What follows belongs to an exercise in optimizing a design on an open flow for small area, a short achievable clock period and few clock cycles; a production flow would make more cautious choices. RTL that was checked went through simulation tests only; none was proved equivalent to the original. Power and IR drop assume default switching activity.

// ml_ops_top
module ml_ops_top (
  input  logic              clk_i,
  input  logic              rst_i,
  input  logic              ml_ops_enable_i,
  input  logic              loading_data_i,
  input  logic              relu_en_i,
  input  logic              dotp_en_i,
  input  logic              ex_ready_i,
  input  ml_ops_pkg::addr_t operand_a_addr_i,
  input  ml_ops_pkg::len_t  operand_b_size_i,
  input  ml_ops_pkg::word_t mem_rd_data_i,
  output ml_ops_pkg::word_t reg_wr_data_o,
  output ml_ops_pkg::word_t mem_wr_data_o,
  output ml_ops_pkg::addr_t mem_addr_o,
  output logic              mem_rd_en_o,
  output logic              mem_wr_en_o,
  output logic              reg_wr_en_o,
  output logic              ml_op_done_o,
  output logic              ml_ready_o
);
  localparam logic [4:0] IDLE = 5'd0;
  localparam logic [4:0] LD2  = 5'd1;
  localparam logic [4:0] RR1  = 5'd2;
  localparam logic [4:0] RR2  = 5'd3;
  localparam logic [4:0] RBUB = 5'd4;
  localparam logic [4:0] RW1  = 5'd5;
  localparam logic [4:0] RW2  = 5'd6;
  localparam logic [4:0] DA   = 5'd7;
  localparam logic [4:0] DB   = 5'd8;
  localparam logic [4:0] T1   = 5'd9;
  localparam logic [4:0] T2   = 5'd10;
  ...
clock: 9.0 ns
lec_check: 0
cap_margin: 20
core_margin: 2
core_utilization: 60
cts_cluster_diameter: 120
cts_cluster_size: 24
slew_margin: 20
standard.sh (not shown) runs the stock make flow with config.mk's settings and CLKGATE_MAP_FILE= SYNTH_SCRIPT=/design/flow/synth_recipe.tcl, a recipe that flattens the netlist after the stock synthesis.
==> flow/flow/run.sh <==
#!/bin/bash
# The standard layout, with stronger port buffers and setup repair aimed
# below the clock period (same clock, same constraints).
export BUFFER_PORTS_ARGS="-buffer_cell sky130_fd_sc_hd__buf_4"
export SETUP_SLACK_MARGIN=6.0
export ABC_CLOCK_PERIOD_IN_PS=3000
bash standard.sh > standard_run.log 2>&1
The starting point completed with no timing, DRC or antenna violations.
Testbench counts at the start, summed over its fixed seeds: cycles 43,173.
==> next run, changes <==
--- a/flow/design.v
+++ b/flow/design.v
@@ -706,30 +706,28 @@
   output logic              mem_rd_en_o,
   output logic              mem_wr_en_o,
   output logic              reg_wr_en_o,
   output logic              ml_op_done_o,
   output logic              ml_ready_o
 );
-  localparam logic [4:0] IDLE = 5'd0;
-  localparam logic [4:0] LD2  = 5'd1;
-  localparam logic [4:0] RR1  = 5'd2;
-  localparam logic [4:0] RR2  = 5'd3;
-  localparam logic [4:0] RBUB = 5'd4;
-  localparam logic [4:0] RW1  = 5'd5;
-  localparam logic [4:0] RW2  = 5'd6;
-  localparam logic [4:0] DA   = 5'd7;
-  localparam logic [4:0] DB   = 5'd8;
-  localparam logic [4:0] T1   = 5'd9;
-  localparam logic [4:0] T2   = 5'd10;
-  localparam logic [4:0] T3   = 5'd11;
-  localparam logic [4:0] T4   = 5'd12;
-  localparam logic [4:0] T5   = 5'd13;
-  localparam logic [4:0] T6   = 5'd14;
-  localparam logic [4:0] T7   = 5'd15;
-  localparam logic [4:0] FIN  = 5'd16;
-  logic [4:0]  st_q, st_d;
+  localparam logic [3:0] IDLE = 4'd0;
+  localparam logic [3:0] LD2  = 4'd1;
+  localparam logic [3:0] RR1  = 4'd2;
+  localparam logic [3:0] RR2  = 4'd3;
+  localparam logic [3:0] RBUB = 4'd4;
+  localparam logic [3:0] RW1  = 4'd5;
+  localparam logic [3:0] RW2  = 4'd6;
+  localparam logic [3:0] DA   = 4'd7;
+  localparam logic [3:0] DB   = 4'd8;
+  localparam logic [3:0] T1   = 4'd9;
+  localparam logic [3:0] T2   = 4'd10;
+  localparam logic [3:0] T3   = 4'd11;
+  localparam logic [3:0] T4   = 4'd12;
+  localparam logic [3:0] T5   = 4'd13;
+  localparam logic [3:0] FIN  = 4'd14;
+  logic [3:0]  st_q, st_d;
   logic        rd_d, wr_d, done_d, regwr_d, ready_d;
   logic        relu_q;
   logic        same;
   logic        sq_q;
   logic        last_q;
   logic [15:0] rem_q;
@@ -740,12 +738,13 @@
   logic [31:0] a_q;
   logic [31:0] x_q;
   logic [7:0]  one_q, two_q, neg_q;
   logic [31:0] p_q, q_q, r_q, p_nx, q_nx, r_nx;
   logic [31:0] s_q, sa, c1s, c1c, c2s, c2c;
   logic [2:0]  cy_q, cya;
+  logic        ripple;
   logic [8:0]  b0_sum;
   logic [9:0]  b1_sum, b2_sum;
   logic [8:0]  b3_sum;
   logic        v1_q, v2_q;
   logic        inc_q, clr_q;
   assign rem_one = (rem_q == 16'd1);
@@ -814,18 +813,18 @@
         end
       end
       T1: st_d = T2;
       T2: st_d = T3;
       T3: st_d = sq_q ? T5 : T4;
       T4: st_d = T5;
-      T5: st_d = T6;
-      T6: st_d = T7;
-      T7: begin
-        st_d    = FIN;
-        regwr_d = 1'b1;
-        done_d  = 1'b1;
+      T5: begin
+        if (!ripple) begin
+          st_d    = FIN;
+          regwr_d = 1'b1;
+          done_d  = 1'b1;
+        end
       end
       default: st_d = FIN;
     endcase
     if (ml_op_done_o) begin
       st_d    = ex_ready_i ? IDLE : FIN;
       rd_d    = 1'b0;
@@ -924,12 +923,13 @@
     r_q   <= r_nx;
     s_q   <= {b3_sum[8:1], b2_sum[8:1], b1_sum[8:1], b0_sum[7:0]};
     cy_q  <= {b2_sum[9], b1_sum[9], b0_sum[8]};
   end
   assign sa     = s_q & {32{!clr_q}};
   assign cya    = cy_q & {3{!clr_q}};
+  assign ripple = (cy_q[0] && (&s_q[15:8])) || (cy_q[1] && (&s_q[23:16]));
   assign c1s    = p_q ^ q_q ^ r_q;
   assign c1c    = {(p_q[30:0] & q_q[30:0]) | (p_q[30:0] & r_q[30:0]) | (q_q[30:0] & r_q[30:0]), 1'b0};
   assign c2s    = sa ^ c1s ^ c1c;
   assign c2c    = {(sa[30:0] & c1s[30:0]) | (sa[30:0] & c1c[30:0]) | (c1s[30:0] & c1c[30:0]), 1'b0};
   assign b0_sum = {1'b0, c2s[7:0]} + {1'b0, c2c[7:0]};
   assign b1_sum = {1'b0, c2s[15:8], cya[0]} + {1'b0, c2c[15:8], cya[0]};
The new run finished with timing, DRC and antenna clean.
Combinational power rose by about 30%.
Cell count rose by 0.32%.
Fmax barely changes.
Critical path depth rose by 4.
Synthesized area stays flat.
Only the layout flow was run in the second run of this note; the RTL was not checked for function there.

---

Setup of red:
ml_ops_top, a different RTL version from the one above (not shown whole).
Size: ~310 flip-flops, about 200 I/O pins, roughly 20000 um2 of cells after synthesis.
==> flow/config.mk <==
export PLATFORM = sky130hd
export DESIGN_NAME = ml_ops_top
export DESIGN_NICKNAME = ml_ops_top
export VERILOG_FILES = /design/flow/design.v
export SDC_FILE = /design/flow/constraint.sdc
export NUM_CORES = 4
export LEC_CHECK = 0
export CAP_MARGIN = 20
export CORE_MARGIN = 2
export CORE_UTILIZATION = 60
export CTS_CLUSTER_DIAMETER = 120
export CTS_CLUSTER_SIZE = 24
export SLEW_MARGIN = 20
==> flow/constraint.sdc <==
create_clock -name core_clock -period 9.0 [get_ports {clk_i}]
set_input_delay 1.8000 -clock core_clock [delete_from_list [all_inputs] [get_ports {clk_i}]]
set_output_delay 1.8000 -clock core_clock [all_outputs]
set_load 0.01 [all_outputs]
Scripts as last shown in full above: flow/flow/run.sh
diff inputs: red => blue
-- flow/design.v --
<<< red, line 723
  localparam logic [3:0] T3   = 4'd11;
  localparam logic [3:0] T4   = 4'd12;
  localparam logic [3:0] FIN  = 4'd14;
  logic [3:0]  st_q, st_d;
>>> blue, line 723
  localparam logic [3:0] T3   = 4'd11;
  localparam logic [3:0] T4   = 4'd12;
  localparam logic [3:0] T5   = 4'd13;
  localparam logic [3:0] FIN  = 4'd14;
  logic [3:0]  st_q, st_d;
<<< red, line 739
  logic [7:0]  one_q, two_q, neg_q;
  logic [31:0] p_q, q_q, r_q, p_nx, q_nx, r_nx;
  logic [31:0] s_q, sa, c1s, c1c, c2s, c2c;
  logic        v1_q, v2_q;
  logic        inc_q, clr_q;
  assign rem_one = (rem_q == 16'd1);
  assign same    = (operand_a_addr_i == oth_q);
>>> blue, line 740
  logic [7:0]  one_q, two_q, neg_q;
  logic [31:0] p_q, q_q, r_q, p_nx, q_nx, r_nx;
  logic [31:0] s_q, c_q, sa, ca, c1s, c1c, c2s, c2c, c3s, c3c;
  logic        v1_q, v2_q;
  logic        inc_q, clr_q, sum_q;
  assign rem_one = (rem_q == 16'd1);
  assign same    = (operand_a_addr_i == oth_q);
<<< red, line 809
      T1: st_d = T2;
      T2: st_d = T3;
      T3: begin
        if (sq_q) begin
          st_d    = FIN;
          regwr_d = 1'b1;
          done_d  = 1'b1;
        end else begin
          st_d = T4;
        end
      end
      T4: begin
        st_d    = FIN;
        regwr_d = 1'b1;
>>> blue, line 810
      T1: st_d = T2;
      T2: st_d = T3;
      T3: st_d = sq_q ? T5 : T4;
      T4: st_d = T5;
      T5: begin
        st_d    = FIN;
        regwr_d = 1'b1;
<<< red, line 865
    inc_q <= (st_d == RR1) || (st_d == RW1);
    clr_q <= (st_d == LD2);
  end
  always_ff @(posedge clk_i) begin
>>> blue, line 859
    inc_q <= (st_d == RR1) || (st_d == RW1);
    clr_q <= (st_d == LD2);
    sum_q <= (st_d == T5);
  end
  always_ff @(posedge clk_i) begin
<<< red, line 907
  end
  always_ff @(posedge clk_i) begin
    a_q <= mem_rd_data_i & ~{32{relu_q && mem_rd_data_i[31]}};
    if (v1_q && sq_q) begin
      x_q <= {mem_rd_data_i[30:15], mem_rd_data_i[15:0]};
>>> blue, line 902
  end
  always_ff @(posedge clk_i) begin
    if (sum_q) begin
      a_q <= s_q + c_q;
    end else begin
      a_q <= mem_rd_data_i & ~{32{relu_q && mem_rd_data_i[31]}};
    end
    if (v1_q && sq_q) begin
      x_q <= {mem_rd_data_i[30:15], mem_rd_data_i[15:0]};
<<< red, line 921
    q_q   <= q_nx;
    r_q   <= r_nx;
    s_q   <= c2s + c2c;
  end
  assign sa  = s_q & {32{!clr_q}};
  assign c1s = p_q ^ q_q ^ r_q;
  assign c1c = {(p_q[30:0] & q_q[30:0]) | (p_q[30:0] & r_q[30:0]) | (q_q[30:0] & r_q[30:0]), 1'b0};
  assign c2s = sa ^ c1s ^ c1c;
  assign c2c = {(sa[30:0] & c1s[30:0]) | (sa[30:0] & c1c[30:0]) | (c1s[30:0] & c1c[30:0]), 1'b0};
  ml_datapath mac_i (
    .x_i   (x_q),
>>> blue, line 920
    q_q   <= q_nx;
    r_q   <= r_nx;
    s_q   <= c3s;
    c_q   <= c3c;
  end
  assign sa  = s_q & {32{!clr_q}};
  assign ca  = c_q & {32{!clr_q}};
  assign c1s = p_q ^ q_q ^ r_q;
  assign c1c = {(p_q[30:0] & q_q[30:0]) | (p_q[30:0] & r_q[30:0]) | (q_q[30:0] & r_q[30:0]), 1'b0};
  assign c2s = sa ^ c1s ^ c1c;
  assign c2c = {(sa[30:0] & c1s[30:0]) | (sa[30:0] & c1c[30:0]) | (c1s[30:0] & c1c[30:0]), 1'b0};
  assign c3s = ca ^ c2s ^ c2c;
  assign c3c = {(ca[30:0] & c2s[30:0]) | (ca[30:0] & c2c[30:0]) | (c2s[30:0] & c2c[30:0]), 1'b0};
  ml_datapath mac_i (
    .x_i   (x_q),
<<< red, line 938
  );
  assign mem_wr_data_o = a_q;
  assign reg_wr_data_o = s_q;
endmodule
>>> blue, line 941
  );
  assign mem_wr_data_o = a_q;
  assign reg_wr_data_o = a_q;
endmodule
- blue vs. red: area of the core region went up by 6.9%.
- blue completed every stage of the flow, and the final layout passed the timing, DRC and antenna checks.
- [compare] base=red new=blue: length of routed wiring on met1 moved up, layout overhead on the synthesized area saw a decrease, post-cts sizing count lower, number of flops mapped to enable cells by yosys neither gained nor lost much.
- Delta (blue minus red): overall die area went up, floorplan die height went up.
Testbench counts of blue, summed over its fixed seeds: cycles 42,935.
The RTL of red was laid out without a check of its function.

port drivers added, routing unchanged:
The results above use ideal ports. As a check the final layouts listed here were re-extracted and re-timed, cells and wires unchanged.
Step 1: set_driving_cell puts a clkbuf_16 on clk_i and a buf_2 on each other input, an assumption about the parent block.
Step 2 moves the port delays by t, midway between the first and last clock arrival at a register: inputs arrive t later, outputs are due t later. That takes back most of the time a late clock gives input paths.
Slacks: ideal ports / drivers / drivers and shift; pairs: ideal ports / drivers.
run	t (ns)	setup WS [ns]	worst hold slack (ns)	worst register clock-pin slew, ns
the first run of note 1	0.569	6.039 / 5.985 / 5.655	0.468 / 0.468 / 0.468	0.10 / 0.10
the second run of note 1	0.556	6.043 / 6.000 / 5.518	0.504 / 0.504 / 0.504	0.10 / 0.10
red	0.575	5.584 / 5.584 / 5.576	0.482 / 0.482 / 0.482	0.10 / 0.10
blue	0.589	6.018 / 5.963 / 5.583	0.482 / 0.482 / 0.482	0.10 / 0.10
After both steps every run listed still meets setup and hold. For the second run of note 1, which loses most, drivers alone change the setup slack by -0.043 ns; drivers and shift together by -0.525 ns.
